Source: an optimization exercise on an open RTL-to-GDS flow (aim: small area, a short achievable clock period and few clock cycles per item). Production flows keep margins and buffers that such runs may drop. No functional check of the RTL was part of this run.

## flow/run.sh

```bash
#!/bin/bash
# synth_recipe.tcl (not shown) runs the flow's synth.tcl, then flattens the netlist and writes it again
# the make line also repeats each setting of config.mk as NAME=value (left out here)
make -C /OpenROAD-flow-scripts/flow DESIGN_CONFIG=/design/flow/config.mk WORK_HOME=/design/flow/orfs CLKGATE_MAP_FILE= SYNTH_SCRIPT=/design/flow/synth_recipe.tcl finish
```

## flow/config.mk

```make
export PLATFORM = sky130hd
export DESIGN_NAME = mat_engine_top
export DESIGN_NICKNAME = mat_engine_top
export VERILOG_FILES = /design/flow/design.v
export SDC_FILE = /design/flow/constraint.sdc
export NUM_CORES = 4
export LEC_CHECK = 0
export CAP_MARGIN = 20
export CORE_MARGIN = 2
export CORE_UTILIZATION = 40
export PLACE_DENSITY = 0.6
export SETUP_SLACK_MARGIN = 3.5
export SLEW_MARGIN = 20
```

## flow/constraint.sdc

```tcl
create_clock -name core_clock -period 8.5 [get_ports {clk}]
set_input_delay 1.7000 -clock core_clock [delete_from_list [all_inputs] [get_ports {clk}]]
set_output_delay 1.7000 -clock core_clock [all_outputs]
set_load 0.01 [all_outputs]
```

## flow/design.v

```verilog
`timescale 1ns/1ps
package mat_cfg_pkg;
    localparam int MAT_N  = 4;
    localparam int IDX_W  = 2;
    localparam int ADDR_W = 4;
    localparam int OPND_W = 8;
    localparam int ACC_W  = 20;
    typedef logic signed [OPND_W-1:0] operand_t;
    typedef logic signed [ACC_W-1:0]  acc_t;
    typedef logic [MAT_N*OPND_W-1:0] opnd_row_t;
    typedef logic [MAT_N*ACC_W-1:0] acc_row_t;
endpackage
`timescale 1ns/1ps
package mat_ctrl_pkg;
    typedef enum logic [1:0] {
        OP_NOP    = 2'd0,
        OP_LOAD_A = 2'd1,
        OP_LOAD_B = 2'd2,
        OP_START  = 2'd3
    } host_op_e;
    typedef enum logic [1:0] {
        EX_IDLE,
        EX_MAC,
        EX_STORE
    } exec_state_e;
endpackage
`timescale 1ns/1ps
import mat_ctrl_pkg::*;
module host_cmd_decode (
    input  logic                           clk,
    input  logic                           rst_n,
    input  logic                           cmd_valid,
    input  logic [1:0]                     cmd_op,
    input  logic                           busy_next,
    output logic                           wr_a,
    output logic                           wr_b,
    output logic                           start,
    output logic                           clr
);
    logic cmd_ok;
    assign cmd_ok = cmd_valid && !busy_next;
    assign wr_a   = cmd_ok && (cmd_op == OP_LOAD_A);
    assign wr_b   = cmd_ok && (cmd_op == OP_LOAD_B);
    always_ff @(posedge clk or negedge rst_n) begin
        if (!rst_n) begin
            start <= 1'b0;
        end else begin
            start <= cmd_ok && (cmd_op == OP_START);
        end
    end
    always_ff @(posedge clk or negedge rst_n) begin
        if (!rst_n) begin
            clr <= 1'b1;
        end else begin
            clr <= 1'b0;
        end
    end
endmodule
`timescale 1ns/1ps
import mat_cfg_pkg::*;
module operand_bank (
    input  logic                                 clk,
    input  logic                                 clr,
    input  logic                                 wr_a,
    input  logic                                 wr_b,
    input  logic                                 sel_a,
    input  logic [mat_cfg_pkg::ADDR_W-1:0]       addr,
    input  mat_cfg_pkg::operand_t                data,
    output logic [OPND_W-1:0]                    old_val,
    output logic [MAT_N*OPND_W-1:0]              x_row
);
    logic [MAT_N*MAT_N*OPND_W-1:0] mat_a;
    logic [MAT_N*MAT_N*OPND_W-1:0] mat_b;
    logic [IDX_W-1:0]              ai;
    logic [IDX_W-1:0]              aj;
    logic [IDX_W-1:0]              n_sel;
    logic [IDX_W-1:0]              rot;
    logic [MAT_N*OPND_W-1:0]       a_col;
    logic [MAT_N*OPND_W-1:0]       b_row;
    logic [MAT_N*OPND_W-1:0]       vec;
    assign ai    = addr[ADDR_W-1:IDX_W];
    assign aj    = addr[IDX_W-1:0];
    assign n_sel = sel_a ? aj : ai;
    assign rot   = sel_a ? ai : aj;
    always_ff @(posedge clk) begin
        for (int e = 0; e < MAT_N*MAT_N; e++) begin
            if (clr || (wr_a && addr == ADDR_W'(e))) mat_a[e*OPND_W +: OPND_W] <= clr ? '0 : data;
            if (clr || (wr_b && addr == ADDR_W'(e))) mat_b[e*OPND_W +: OPND_W] <= clr ? '0 : data;
        end
    end
    always_comb begin
        for (int n = 0; n < MAT_N; n++) begin
            a_col[n*OPND_W +: OPND_W] = mat_a[(n*MAT_N + n_sel)*OPND_W +: OPND_W];
            b_row[n*OPND_W +: OPND_W] = mat_b[(n_sel*MAT_N + n)*OPND_W +: OPND_W];
        end
        vec = sel_a ? b_row : a_col;
        for (int m = 0; m < MAT_N; m++) begin
            logic [IDX_W-1:0] q;
            q = IDX_W'(m) - rot;
            x_row[m*OPND_W +: OPND_W] = vec[q*OPND_W +: OPND_W];
        end
        old_val = sel_a ? a_col[ai*OPND_W +: OPND_W] : b_row[aj*OPND_W +: OPND_W];
    end
endmodule
`timescale 1ns/1ps
import mat_cfg_pkg::*;
module matmul_execute (
    input  logic                            clk,
    input  logic                            rst_n,
    input  logic                            clr,
    input  logic                            start,
    input  logic                            load,
    input  logic                            sel_a,
    input  logic [ADDR_W-1:0]               addr,
    input  mat_cfg_pkg::operand_t           data,
    input  logic [OPND_W-1:0]               old_val,
    input  logic [MAT_N*OPND_W-1:0]         x_row,
    output logic                            busy,
    output logic                            busy_next,
    output logic                            done,
    output logic [MAT_N*MAT_N*ACC_W-1:0]    c_live
);
    localparam int DW = OPND_W + 1;
    logic                        s1_vld;
    logic signed [DW-1:0]        s1_d;
    logic signed [OPND_W-1:0]    s1_x   [MAT_N];
    logic [IDX_W-1:0]            s1_sel [MAT_N];
    logic signed [ACC_W-1:0]     c_old  [MAT_N];
    logic signed [ACC_W-1:0]     c_new  [MAT_N];
    assign busy_next = start;
    always_ff @(posedge clk or negedge rst_n) begin
        if (!rst_n) begin
            busy <= 1'b0;
            done <= 1'b0;
        end else begin
            busy <= busy_next;
            if (start) begin
                done <= 1'b0;
            end else if (busy) begin
                done <= 1'b1;
            end
        end
    end
    always_ff @(posedge clk or negedge rst_n) begin
        if (!rst_n) begin
            s1_vld <= 1'b0;
        end else begin
            s1_vld <= load;
        end
    end
    always_ff @(posedge clk) begin
        s1_d <= DW'($signed(data)) - DW'($signed(old_val));
        for (int m = 0; m < MAT_N; m++) begin
            s1_x[m] <= x_row[m*OPND_W +: OPND_W];
            s1_sel[m] <= sel_a ? addr[ADDR_W-1:IDX_W] : IDX_W'(m) - addr[IDX_W-1:0];
        end
    end
    always_comb begin
        for (int m = 0; m < MAT_N; m++) begin
            c_old[m] = '0;
            for (int r = 0; r < MAT_N; r++) begin
                if (s1_sel[m] == IDX_W'(r)) begin
                    c_old[m] = c_live[(r*MAT_N + ((m - r) & (MAT_N - 1)))*ACC_W +: ACC_W];
                end
            end
        end
    end
    for (genvar m = 0; m < MAT_N; m++) begin : g_lane
        mac_lane u_mac (
            .d (s1_d),
            .x (s1_x[m]),
            .c (c_old[m]),
            .y (c_new[m])
        );
    end
    always_ff @(posedge clk) begin
        for (int r = 0; r < MAT_N; r++) begin
            for (int c = 0; c < MAT_N; c++) begin
                if (clr || (s1_vld && s1_sel[(r + c) % MAT_N] == IDX_W'(r))) begin
                    c_live[(r*MAT_N + c)*ACC_W +: ACC_W] <= clr ? '0 : c_new[(r + c) % MAT_N];
                end
            end
        end
    end
endmodule
module mac_lane (
    input  logic [8:0]  d,
    input  logic [7:0]  x,
    input  logic [19:0] c,
    output logic [19:0] y
);
    logic pp_0_0, pp_1_0, pp_2_0, pp_3_0, pp_4_0, pp_5_0, pp_6_0, pp_7_0, pp_8_0, pp_0_1, pp_1_1, pp_2_1, pp_3_1, pp_4_1, pp_5_1, pp_6_1, pp_7_1, pp_8_1, pp_0_2, pp_1_2, pp_2_2, pp_3_2, pp_4_2, pp_5_2, pp_6_2, pp_7_2, pp_8_2, pp_0_3, pp_1_3, pp_2_3, pp_3_3, pp_4_3, pp_5_3, pp_6_3, pp_7_3, pp_8_3, pp_0_4, pp_1_4, pp_2_4, pp_3_4, pp_4_4, pp_5_4, pp_6_4, pp_7_4, pp_8_4, pp_0_5, pp_1_5, pp_2_5, pp_3_5, pp_4_5, pp_5_5, pp_6_5, pp_7_5, pp_8_5, pp_0_6, pp_1_6, pp_2_6, pp_3_6, pp_4_6, pp_5_6, pp_6_6, pp_7_6, pp_8_6, pp_0_7, pp_1_7, pp_2_7, pp_3_7, pp_4_7, pp_5_7, pp_6_7, pp_7_7, pp_8_7, s0, k0, s1, k1, s2, k2, s3, k3, s4, k4, s5, k5, s6, k6, s7, k7, s8, k8, s9, k9, s10, k10, s11, k11, s12, k12, s13, k13, s14, k14, s15, k15, s16, k16, s17, k17, s18, k18, s19, k19, s20, k20, s21, k21, s22, k22, s23, k23, s24, k24, s25, k25, s26, k26, s27, k27, s28, k28, s29, k29, s30, k30, s31, k31, s32, k32, s33, k33, s34, k34, s35, k35, s36, k36, s37, k37, s38, k38, s39, k39, s40, k40, s41, k41, s42, k42, s43, k43, s44, k44, s45, k45, s46, k46, s47, k47, s48, k48, s49, k49, s50, k50, s51, k51, s52, k52, s53, k53, s54, k54, s55, k55, s56, k56, s57, k57, s58, k58, s59, k59, s60, k60, s61, k61, s62, k62, s63, k63, s64, k64, s65, k65, s66, k66, s67, k67, s68, k68;
    logic [19:0] r0;
    logic [19:0] r1;
    assign pp_0_0 = d[0] & x[0];
    assign pp_1_0 = d[1] & x[0];
    assign pp_2_0 = d[2] & x[0];
    assign pp_3_0 = d[3] & x[0];
    assign pp_4_0 = d[4] & x[0];
    assign pp_5_0 = d[5] & x[0];
    assign pp_6_0 = d[6] & x[0];
    assign pp_7_0 = d[7] & x[0];
    assign pp_8_0 = ~(d[8] & x[0]);
    assign pp_0_1 = d[0] & x[1];
    assign pp_1_1 = d[1] & x[1];
    assign pp_2_1 = d[2] & x[1];
    assign pp_3_1 = d[3] & x[1];
    assign pp_4_1 = d[4] & x[1];
    assign pp_5_1 = d[5] & x[1];
    assign pp_6_1 = d[6] & x[1];
    assign pp_7_1 = d[7] & x[1];
    assign pp_8_1 = ~(d[8] & x[1]);
    assign pp_0_2 = d[0] & x[2];
    assign pp_1_2 = d[1] & x[2];
    assign pp_2_2 = d[2] & x[2];
    assign pp_3_2 = d[3] & x[2];
    assign pp_4_2 = d[4] & x[2];
    assign pp_5_2 = d[5] & x[2];
    assign pp_6_2 = d[6] & x[2];
    assign pp_7_2 = d[7] & x[2];
    assign pp_8_2 = ~(d[8] & x[2]);
    assign pp_0_3 = d[0] & x[3];
    assign pp_1_3 = d[1] & x[3];
    assign pp_2_3 = d[2] & x[3];
    assign pp_3_3 = d[3] & x[3];
    assign pp_4_3 = d[4] & x[3];
    assign pp_5_3 = d[5] & x[3];
    assign pp_6_3 = d[6] & x[3];
    assign pp_7_3 = d[7] & x[3];
    assign pp_8_3 = ~(d[8] & x[3]);
    assign pp_0_4 = d[0] & x[4];
    assign pp_1_4 = d[1] & x[4];
    assign pp_2_4 = d[2] & x[4];
    assign pp_3_4 = d[3] & x[4];
    assign pp_4_4 = d[4] & x[4];
    assign pp_5_4 = d[5] & x[4];
    assign pp_6_4 = d[6] & x[4];
    assign pp_7_4 = d[7] & x[4];
    assign pp_8_4 = ~(d[8] & x[4]);
    assign pp_0_5 = d[0] & x[5];
    assign pp_1_5 = d[1] & x[5];
    assign pp_2_5 = d[2] & x[5];
    assign pp_3_5 = d[3] & x[5];
    assign pp_4_5 = d[4] & x[5];
    assign pp_5_5 = d[5] & x[5];
    assign pp_6_5 = d[6] & x[5];
    assign pp_7_5 = d[7] & x[5];
    assign pp_8_5 = ~(d[8] & x[5]);
    assign pp_0_6 = d[0] & x[6];
    assign pp_1_6 = d[1] & x[6];
    assign pp_2_6 = d[2] & x[6];
    assign pp_3_6 = d[3] & x[6];
    assign pp_4_6 = d[4] & x[6];
    assign pp_5_6 = d[5] & x[6];
    assign pp_6_6 = d[6] & x[6];
    assign pp_7_6 = d[7] & x[6];
    assign pp_8_6 = ~(d[8] & x[6]);
    assign pp_0_7 = ~(d[0] & x[7]);
    assign pp_1_7 = ~(d[1] & x[7]);
    assign pp_2_7 = ~(d[2] & x[7]);
    assign pp_3_7 = ~(d[3] & x[7]);
    assign pp_4_7 = ~(d[4] & x[7]);
    assign pp_5_7 = ~(d[5] & x[7]);
    assign pp_6_7 = ~(d[6] & x[7]);
    assign pp_7_7 = ~(d[7] & x[7]);
    assign pp_8_7 = d[8] & x[7];
    assign s0 = pp_7_0 ^ pp_6_1;
    assign k0 = pp_7_0 & pp_6_1;
    assign s1 = pp_8_0 ^ pp_7_1 ^ pp_6_2;
    assign k1 = (pp_8_0 & pp_7_1) | (pp_8_0 & pp_6_2) | (pp_7_1 & pp_6_2);
    assign s2 = pp_5_0 ^ pp_4_1;
    assign k2 = pp_5_0 & pp_4_1;
    assign s3 = pp_6_0 ^ pp_5_1 ^ pp_4_2;
    assign k3 = (pp_6_0 & pp_5_1) | (pp_6_0 & pp_4_2) | (pp_5_1 & pp_4_2);
    assign s4 = pp_3_3 ^ pp_2_4;
    assign k4 = pp_3_3 & pp_2_4;
    assign s5 = pp_5_2 ^ pp_4_3 ^ pp_3_4;
    assign k5 = (pp_5_2 & pp_4_3) | (pp_5_2 & pp_3_4) | (pp_4_3 & pp_3_4);
    assign s6 = pp_2_5 ^ pp_1_6 ^ pp_0_7;
    assign k6 = (pp_2_5 & pp_1_6) | (pp_2_5 & pp_0_7) | (pp_1_6 & pp_0_7);
    assign s7 = c[7] ^ 1'b1;
    assign k7 = c[7] & 1'b1;
    assign s8 = pp_5_3 ^ pp_4_4 ^ pp_3_5;
    assign k8 = (pp_5_3 & pp_4_4) | (pp_5_3 & pp_3_5) | (pp_4_4 & pp_3_5);
    assign s9 = pp_2_6 ^ pp_1_7 ^ c[8];
    assign k9 = (pp_2_6 & pp_1_7) | (pp_2_6 & c[8]) | (pp_1_7 & c[8]);
    assign s10 = 1'b1 ^ k0 ^ s1;
    assign k10 = (1'b1 & k0) | (1'b1 & s1) | (k0 & s1);
    assign s11 = pp_8_1 ^ pp_7_2 ^ pp_6_3;
    assign k11 = (pp_8_1 & pp_7_2) | (pp_8_1 & pp_6_3) | (pp_7_2 & pp_6_3);
    assign s12 = pp_5_4 ^ pp_4_5 ^ pp_3_6;
    assign k12 = (pp_5_4 & pp_4_5) | (pp_5_4 & pp_3_6) | (pp_4_5 & pp_3_6);
    assign s13 = pp_2_7 ^ c[9] ^ k1;
    assign k13 = (pp_2_7 & c[9]) | (pp_2_7 & k1) | (c[9] & k1);
    assign s14 = pp_8_2 ^ pp_7_3 ^ pp_6_4;
    assign k14 = (pp_8_2 & pp_7_3) | (pp_8_2 & pp_6_4) | (pp_7_3 & pp_6_4);
    assign s15 = pp_5_5 ^ pp_4_6 ^ pp_3_7;
    assign k15 = (pp_5_5 & pp_4_6) | (pp_5_5 & pp_3_7) | (pp_4_6 & pp_3_7);
    assign s16 = pp_8_3 ^ pp_7_4 ^ pp_6_5;
    assign k16 = (pp_8_3 & pp_7_4) | (pp_8_3 & pp_6_5) | (pp_7_4 & pp_6_5);
    assign s17 = pp_3_0 ^ pp_2_1;
    assign k17 = pp_3_0 & pp_2_1;
    assign s18 = pp_4_0 ^ pp_3_1 ^ pp_2_2;
    assign k18 = (pp_4_0 & pp_3_1) | (pp_4_0 & pp_2_2) | (pp_3_1 & pp_2_2);
    assign s19 = pp_1_3 ^ pp_0_4;
    assign k19 = pp_1_3 & pp_0_4;
    assign s20 = pp_3_2 ^ pp_2_3 ^ pp_1_4;
    assign k20 = (pp_3_2 & pp_2_3) | (pp_3_2 & pp_1_4) | (pp_2_3 & pp_1_4);
    assign s21 = pp_0_5 ^ c[5] ^ s2;
    assign k21 = (pp_0_5 & c[5]) | (pp_0_5 & s2) | (c[5] & s2);
    assign s22 = pp_1_5 ^ pp_0_6 ^ c[6];
    assign k22 = (pp_1_5 & pp_0_6) | (pp_1_5 & c[6]) | (pp_0_6 & c[6]);
    assign s23 = k2 ^ s3 ^ s4;
    assign k23 = (k2 & s3) | (k2 & s4) | (s3 & s4);
    assign s24 = s0 ^ k3 ^ k4;
    assign k24 = (s0 & k3) | (s0 & k4) | (k3 & k4);
    assign s25 = s5 ^ s6 ^ s7;
    assign k25 = (s5 & s6) | (s5 & s7) | (s6 & s7);
    assign s26 = k5 ^ k6 ^ k7;
    assign k26 = (k5 & k6) | (k5 & k7) | (k6 & k7);
    assign s27 = s8 ^ s9 ^ s10;
    assign k27 = (s8 & s9) | (s8 & s10) | (s9 & s10);
    assign s28 = k8 ^ k9 ^ k10;
    assign k28 = (k8 & k9) | (k8 & k10) | (k9 & k10);
    assign s29 = s11 ^ s12 ^ s13;
    assign k29 = (s11 & s12) | (s11 & s13) | (s12 & s13);
    assign s30 = c[10] ^ k11 ^ k12;
    assign k30 = (c[10] & k11) | (c[10] & k12) | (k11 & k12);
    assign s31 = k13 ^ s14 ^ s15;
    assign k31 = (k13 & s14) | (k13 & s15) | (s14 & s15);
    assign s32 = pp_5_6 ^ pp_4_7 ^ c[11];
    assign k32 = (pp_5_6 & pp_4_7) | (pp_5_6 & c[11]) | (pp_4_7 & c[11]);
    assign s33 = k14 ^ k15 ^ s16;
    assign k33 = (k14 & k15) | (k14 & s16) | (k15 & s16);
    assign s34 = pp_8_4 ^ pp_7_5 ^ pp_6_6;
    assign k34 = (pp_8_4 & pp_7_5) | (pp_8_4 & pp_6_6) | (pp_7_5 & pp_6_6);
    assign s35 = pp_5_7 ^ c[12] ^ k16;
    assign k35 = (pp_5_7 & c[12]) | (pp_5_7 & k16) | (c[12] & k16);
    assign s36 = pp_8_5 ^ pp_7_6 ^ pp_6_7;
    assign k36 = (pp_8_5 & pp_7_6) | (pp_8_5 & pp_6_7) | (pp_7_6 & pp_6_7);
    assign s37 = pp_2_0 ^ pp_1_1;
    assign k37 = pp_2_0 & pp_1_1;
    assign s38 = pp_1_2 ^ pp_0_3 ^ c[3];
    assign k38 = (pp_1_2 & pp_0_3) | (pp_1_2 & c[3]) | (pp_0_3 & c[3]);
    assign s39 = c[4] ^ k17 ^ s18;
    assign k39 = (c[4] & k17) | (c[4] & s18) | (k17 & s18);
    assign s40 = k18 ^ k19 ^ s20;
    assign k40 = (k18 & k19) | (k18 & s20) | (k19 & s20);
    assign s41 = k20 ^ k21 ^ s22;
    assign k41 = (k20 & k21) | (k20 & s22) | (k21 & s22);
    assign s42 = k22 ^ k23 ^ s24;
    assign k42 = (k22 & k23) | (k22 & s24) | (k23 & s24);
    assign s43 = k24 ^ k25 ^ s26;
    assign k43 = (k24 & k25) | (k24 & s26) | (k25 & s26);
    assign s44 = k26 ^ k27 ^ s28;
    assign k44 = (k26 & k27) | (k26 & s28) | (k27 & s28);
    assign s45 = k28 ^ k29 ^ s30;
    assign k45 = (k28 & k29) | (k28 & s30) | (k29 & s30);
    assign s46 = k30 ^ k31 ^ s32;
    assign k46 = (k30 & k31) | (k30 & s32) | (k31 & s32);
    assign s47 = k32 ^ k33 ^ s34;
    assign k47 = (k32 & k33) | (k32 & s34) | (k33 & s34);
    assign s48 = c[13] ^ k34 ^ k35;
    assign k48 = (c[13] & k34) | (c[13] & k35) | (k34 & k35);
    assign s49 = pp_8_6 ^ pp_7_7 ^ c[14];
    assign k49 = (pp_8_6 & pp_7_7) | (pp_8_6 & c[14]) | (pp_7_7 & c[14]);
    assign s50 = pp_1_0 ^ pp_0_1;
    assign k50 = pp_1_0 & pp_0_1;
    assign s51 = pp_0_2 ^ c[2] ^ s37;
    assign k51 = (pp_0_2 & c[2]) | (pp_0_2 & s37) | (c[2] & s37);
    assign s52 = s17 ^ k37 ^ s38;
    assign k52 = (s17 & k37) | (s17 & s38) | (k37 & s38);
    assign s53 = s19 ^ k38 ^ s39;
    assign k53 = (s19 & k38) | (s19 & s39) | (k38 & s39);
    assign s54 = s21 ^ k39 ^ s40;
    assign k54 = (s21 & k39) | (s21 & s40) | (k39 & s40);
    assign s55 = s23 ^ k40 ^ s41;
    assign k55 = (s23 & k40) | (s23 & s41) | (k40 & s41);
    assign s56 = s25 ^ k41 ^ s42;
    assign k56 = (s25 & k41) | (s25 & s42) | (k41 & s42);
    assign s57 = s27 ^ k42 ^ s43;
    assign k57 = (s27 & k42) | (s27 & s43) | (k42 & s43);
    assign s58 = s29 ^ k43 ^ s44;
    assign k58 = (s29 & k43) | (s29 & s44) | (k43 & s44);
    assign s59 = s31 ^ k44 ^ s45;
    assign k59 = (s31 & k44) | (s31 & s45) | (k44 & s45);
    assign s60 = s33 ^ k45 ^ s46;
    assign k60 = (s33 & k45) | (s33 & s46) | (k45 & s46);
    assign s61 = s35 ^ k46 ^ s47;
    assign k61 = (s35 & k46) | (s35 & s47) | (k46 & s47);
    assign s62 = s36 ^ k47 ^ s48;
    assign k62 = (s36 & k47) | (s36 & s48) | (k47 & s48);
    assign s63 = k36 ^ k48 ^ s49;
    assign k63 = (k36 & k48) | (k36 & s49) | (k48 & s49);
    assign s64 = pp_8_7 ^ c[15] ^ k49;
    assign k64 = (pp_8_7 & c[15]) | (pp_8_7 & k49) | (c[15] & k49);
    assign s65 = c[16] ^ 1'b1;
    assign k65 = c[16] & 1'b1;
    assign s66 = c[17] ^ 1'b1;
    assign k66 = c[17] & 1'b1;
    assign s67 = c[18] ^ 1'b1;
    assign k67 = c[18] & 1'b1;
    assign s68 = c[19] ^ 1'b1;
    assign k68 = c[19] & 1'b1;
    assign r0 = {k67, k66, k65, k64, k63, k62, k61, k60, k59, k58, k57, k56, k55, k54, k53, k52, k51, k50, c[1], pp_0_0};
    assign r1 = {s68, s67, s66, s65, s64, s63, s62, s61, s60, s59, s58, s57, s56, s55, s54, s53, s52, s51, s50, c[0]};
    assign y  = r0 + r1;
endmodule
`timescale 1ns/1ps
import mat_cfg_pkg::*;
module result_store (
    input  logic                           clk,
    input  logic                           copy,
    input  logic [MAT_N*MAT_N*ACC_W-1:0]   c_live,
    input  logic [ADDR_W-1:0]              rd_addr,
    output mat_cfg_pkg::acc_t              rd_data
);
    logic [MAT_N*MAT_N*ACC_W-1:0] res;
    always_ff @(posedge clk) begin
        if (copy) res <= c_live;
    end
    assign rd_data = res[rd_addr*ACC_W +: ACC_W];
endmodule
`timescale 1ns/1ps
import mat_cfg_pkg::*;
module mat_engine_top (
    input  logic                           clk,
    input  logic                           rst_n,
    input  logic                           cmd_valid,
    input  logic [1:0]                     cmd_op,
    input  logic [mat_cfg_pkg::ADDR_W-1:0] cmd_addr,
    input  logic [mat_cfg_pkg::OPND_W-1:0] cmd_data,
    input  logic [mat_cfg_pkg::ADDR_W-1:0] rd_addr,
    output logic [mat_cfg_pkg::ACC_W-1:0]  rd_data,
    output logic                           busy,
    output logic                           done
);
    logic                          wr_a;
    logic                          wr_b;
    logic                          start;
    logic                          clr;
    logic                          busy_next;
    logic                          sel_a;
    logic [OPND_W-1:0]             old_val;
    logic [MAT_N*OPND_W-1:0]       x_row;
    logic [MAT_N*MAT_N*ACC_W-1:0]  c_live;
    assign sel_a = (cmd_op == mat_ctrl_pkg::OP_LOAD_A);
    host_cmd_decode u_decode (
        .clk       (clk),
        .rst_n     (rst_n),
        .cmd_valid (cmd_valid),
        .cmd_op    (cmd_op),
        .busy_next (busy_next),
        .wr_a      (wr_a),
        .wr_b      (wr_b),
        .start     (start),
        .clr       (clr)
    );
    operand_bank u_bank (
        .clk     (clk),
        .clr     (clr),
        .wr_a    (wr_a),
        .wr_b    (wr_b),
        .sel_a   (sel_a),
        .addr    (cmd_addr),
        .data    (cmd_data),
        .old_val (old_val),
        .x_row   (x_row)
    );
    matmul_execute u_exec (
        .clk       (clk),
        .rst_n     (rst_n),
        .clr       (clr),
        .start     (start),
        .load      (wr_a || wr_b),
        .sel_a     (sel_a),
        .addr      (cmd_addr),
        .data      (cmd_data),
        .old_val   (old_val),
        .x_row     (x_row),
        .busy      (busy),
        .busy_next (busy_next),
        .done      (done),
        .c_live    (c_live)
    );
    result_store u_result (
        .clk      (clk),
        .copy     (busy),
        .c_live   (c_live),
        .rd_addr  (rd_addr),
        .rd_data  (rd_data)
    );
endmodule
```

==> results.txt <==
==> placed cells by master, fill, tap and decap left out, types with 25 or more instances in the layout <==
| cell | count |
|---|---|
| edfxtp_1 | 896 |
| a21oi_1 | 69 |
| and2_1 | 158 |
| mux2i_1 | 80 |
| a22o_1 | 26 |
| inv_2 | 27 |
| xor2_1 | 26 |
| nand3_1 | 39 |
| ha_1 | 95 |
| buf_4 | 118 |
| mux4_2 | 203 |
| o21ai_0 | 36 |
| clkinv_1 | 26 |
| clkbuf_16 | 101 |
| a22oi_1 | 72 |
| a21o_1 | 36 |
| dfxtp_1 | 31 |
| a221oi_1 | 25 |
| nor2_1 | 99 |
| nand2_1 | 240 |
| o21bai_1 | 42 |
| fa_1 | 213 |
| xnor2_1 | 33 |
| inv_1 | 360 |
==> logic make-up after synthesis <==
| logic type | Yosys count | synth area share [%] |
|---|---|---|
| flops | 948 | 56.8 |
| simple gates | 661 | 6.44 |
| buf+inv | 564 | 4.45 |
| compound gates | 498 | 7.07 |
| fa+ha+maj | 349 | 12.4 |
| mux | 309 | 11.5 |
| xor+xnor | 76 | 1.35 |
| other cells | 1 | 0.00762 |
==> how the worst min path moves through the flow <==
stage	slack [ps]	start	endpoint
after global placement	420	u_exec.c_live[254]	u_result.res[254]
final	410	u_exec.c_live[300]	u_result.res[300]
after global routing	430	u_exec.c_live[263]	u_result.res[263]
after detailed placement	430	u_exec.c_live[205]	u_result.res[205]
after CTS	410	u_exec.c_live[263]	u_result.res[263]
after floorplan	380	u_decode.start	u_exec.busy
==> per-layer routing <==
metal,global-route usage (%),share of wire (%),vias to the layer above
met3,4.50,8.5,266
met2,37.5,47,1528
li1,-,-,12800
met1,32.8,41,15900
met4,8.56,3.8,0
met5,0,0,-
==> registers in the layout, summed over array words and instances (netlist names) <==
| signal | cells |
|---|---|
| u_bank.mat_a | 128 |
| u_bank.mat_b | 128 |
| u_decode.clr | 1 |
| u_decode.start | 1 |
| u_exec.busy | 1 |
| u_exec.c_live | 320 |
| u_exec.done | 1 |
| u_exec.s1_d | 9 |
| u_exec.s1_sel | 6 |
| u_exec.s1_vld | 1 |
| u_exec.s1_x | 32 |
| u_result.res | 320 |
==> final cells by class <==
| type | instances | area (um^2) | share of cell area, % |
|---|---|---|---|
| sequential | 948 | 28000 | 48.8 |
| multi-input combinational | 1894 | 20200 | 35.2 |
| clock buffer | 112 | 2530 | 4.40 |
| timing repair buffer | 220 | 2440 | 4.25 |
| tap | 1625 | 2030 | 3.54 |
| inverter | 391 | 1480 | 2.58 |
| clock inverter | 74 | 697 | 1.21 |
==> worst max-delay path, cell delays in order (launching register included) <==
cell,delay [ps]
dfxtp_4,380
buf_12,120
mux4_2,550
fa_2,560
inv_2,40
fa_2,330
fa_1,520
fa_1,550
inv_2,50
ha_4,240
a21oi_4,170
nand2_1,70
o211ai_1,360
a21boi_2,130
o2111ai_2,210
mux2i_1,260
nand3_2,190
==> repair_timing <==
item,CTS,global route
gates resized for setup,255,144
endpoints found under the setup margin,208,163
pin swaps,45,64
cloned,11,2
setup buffers,59,31
==> metrics.md <==
| Metric | Value |
|---|---|
| Total non-filler cell area in the finished layout | `~57000 um^2` |
| Starting DRC count in detailed routing | `3786` |
| Share of Yosys cell area claimed by the top area cell type | `a little over half` |
| Starting density of the core | `between 40% and 50%` |
| Hold path depth | `0` |
| Share of cells above drive strength 1 | `22.2%` |
| Endpoint of the worst register-to-register path | `u_exec.c_live[138]` |
| Routed via count divided by cell count | `between 5 and 6` |
| Number of antenna diodes | `0` |
| Top area cells in the synthesized netlist | `edfxtp_1 (55%), fa_1 (9.3%), mux4_2 (9.3%)` |
| Gpl congestion | `0.943` |
| Total via count in the routed design | `30500` |
| Cts bufs inserted | `98` |
| Sum of negative setup slack | `0 ps` |
| Clock latency reported for the late side of the worst-skew pair | `730 ps` |
| DRC | `0` |
| Post-Syn Instances | `~3400` |
| Number of ports placed on the die boundary | `43` |
| Yosys synthesis warning count | `11` |
| Core ar. | `122000 um^2` |
| Cell taking the most area after synthesis | `edfxtp_1` |
| Number of hold buffers added after CTS | `0` |
| Post-DP HPWL | `101000 um` |
| Max Slew Vio Count | `0` |
| Sequential cell area fraction in the yosys report | `around 57%` |
| Crit path kind | `flop to flop` |
| Launching element type of the critical path | `flop` |
| Data required time of the critical path | `8900 ps` |
| RSZ-0062 raised after global routing | `true` |
| Core utilization of the finished layout | `a little under half` |
| Number of global-route vias before repair | `30200` |
| EDFF count, synth | `between 800 and 900` |
| Overall routed net length | `150000 um` |
| Total die area | `126000 um^2` |
| Maximum count of clock buffers along a single path | `3` |
| Logic depth of the worst register-to-register path | `16` |
| Reported max-cap violation count | `0` |
| Mean cell area of the mapped netlist | `14.5 um^2` |
| Vert. Die Dim | `355 um` |
| Predominant post-synthesis flop cell | `edfxtp_1` |
| Net Count, Synth | `between 3000 and 4000` |
| Layout overhead on the synthesized area | `16.6%` |
| Actual slew at the worst max-slew pin | `about 1100 ps` |
| Maximum clock frequency | `between 150 and 200 MHz` |
| Worst reg2reg setup slack | `roughly 3400 ps` |
| Fin Clk Skew | `54.5 ps` |
| Wire length of the first global-routing pass | `approximately 210000 um` |
| Outcome | `finished clean` |
| Synth top cells by count | `edfxtp_1 (896), inv_1 (388), nand2_1 (243), fa_1 (229), mux4_2 (203)` |
| Arrival time of the worst setup path | `5470 ps` |
| Port Buffers | `42` |
| Final setup vio count | `0` |
| Maximum fanout count along the critical path | `4` |
| Crit share post-route | `between 50 and 60%` |
| H-tree depth | `3` |
| CTS Root Buffer Type | `clkbuf_16` |
| Instance area after placement | `51700 um^2` |
| Clock edge transition at the registers on the reported setup and hold paths | `70 ps` |
| TritonCTS clock tree | `yes` |
| Maximum number of pins on one net before global-route repair | `80` |
| Hold Vio Cnt, Final | `0` |
| Number of distinct library cells after synthesis | `76` |
| Cell with the most instances after synthesis | `edfxtp_1` |
| Hold slack | `406 ps` |
| Placement row count | `128` |
| Critical path endpoint category | `flop` |
| Total standard cell area after synthesis | `just under 50000 um^2` |
| Net count, final | `3923` |
| Hold/Removal Path Class | `flop to flop` |
| Fill cells | `10600` |
| Overflow left after global routing | `0` |
| Critical register-to-register path startpoint | `u_exec.s1_sel[1][0]` |
| Number of nets still failing antenna checks after routing | `0` |
| GRT Total Usage | `23.7%` |
| Final Instance Count excl. Fillers | `5264` |
| Final period demand of the worst path | `about 5100 ps` |
| Fraction of synthesis flops using an asynchronous set or reset pin | `less than 1%` |
| Sinks on the clock net | `948` |
| Max-slew headroom at the worst pin | `25.1%` |
| Pre-CTS worst setup slack | `1850 ps` |
| Origin of the worst setup path | `u_exec.s1_sel[1][0]` |
| Cells after DPL | `4974` |
| End point of the critical path | `u_exec.c_live[138]` |
| Antenna violations before repair | `2` |
| Synth Register Bits | `948` |
| Floorplan die width | `between 300 and 400 um` |
| Number of detailed-routing iterations run before antenna repair | `6` |
| Slack of the critical path | `3430 ps` |
| Routed wire per std cell | `28.5 um` |

-- afterwards: timing with drivers on the ports --
No port has a modelled driver above. Below, the same layout with a new extraction and two added sets of constraints. Step 1: set_driving_cell puts a clkbuf_16 on clk and a buf_2 on each other input, an assumption about the parent block. Step 2 also shifts input and output timing later by t, the mid clock arrival at the registers, as if the neighbouring blocks saw the same clock. Slacks: ideal ports / drivers / drivers and shift; pairs: ideal ports / drivers.
shift t [ns]: 0.770
setup slack, ns: 3.431 / 3.069 / 2.793
hold WS [ns]: 0.406 / 0.406 / 0.406
worst setup path at the end: input to register
cell pins on the clock port's net: 1
After both steps setup and hold are still met in this run. For this run, drivers alone change the setup slack by -0.362 ns; drivers and shift together by -0.638 ns.
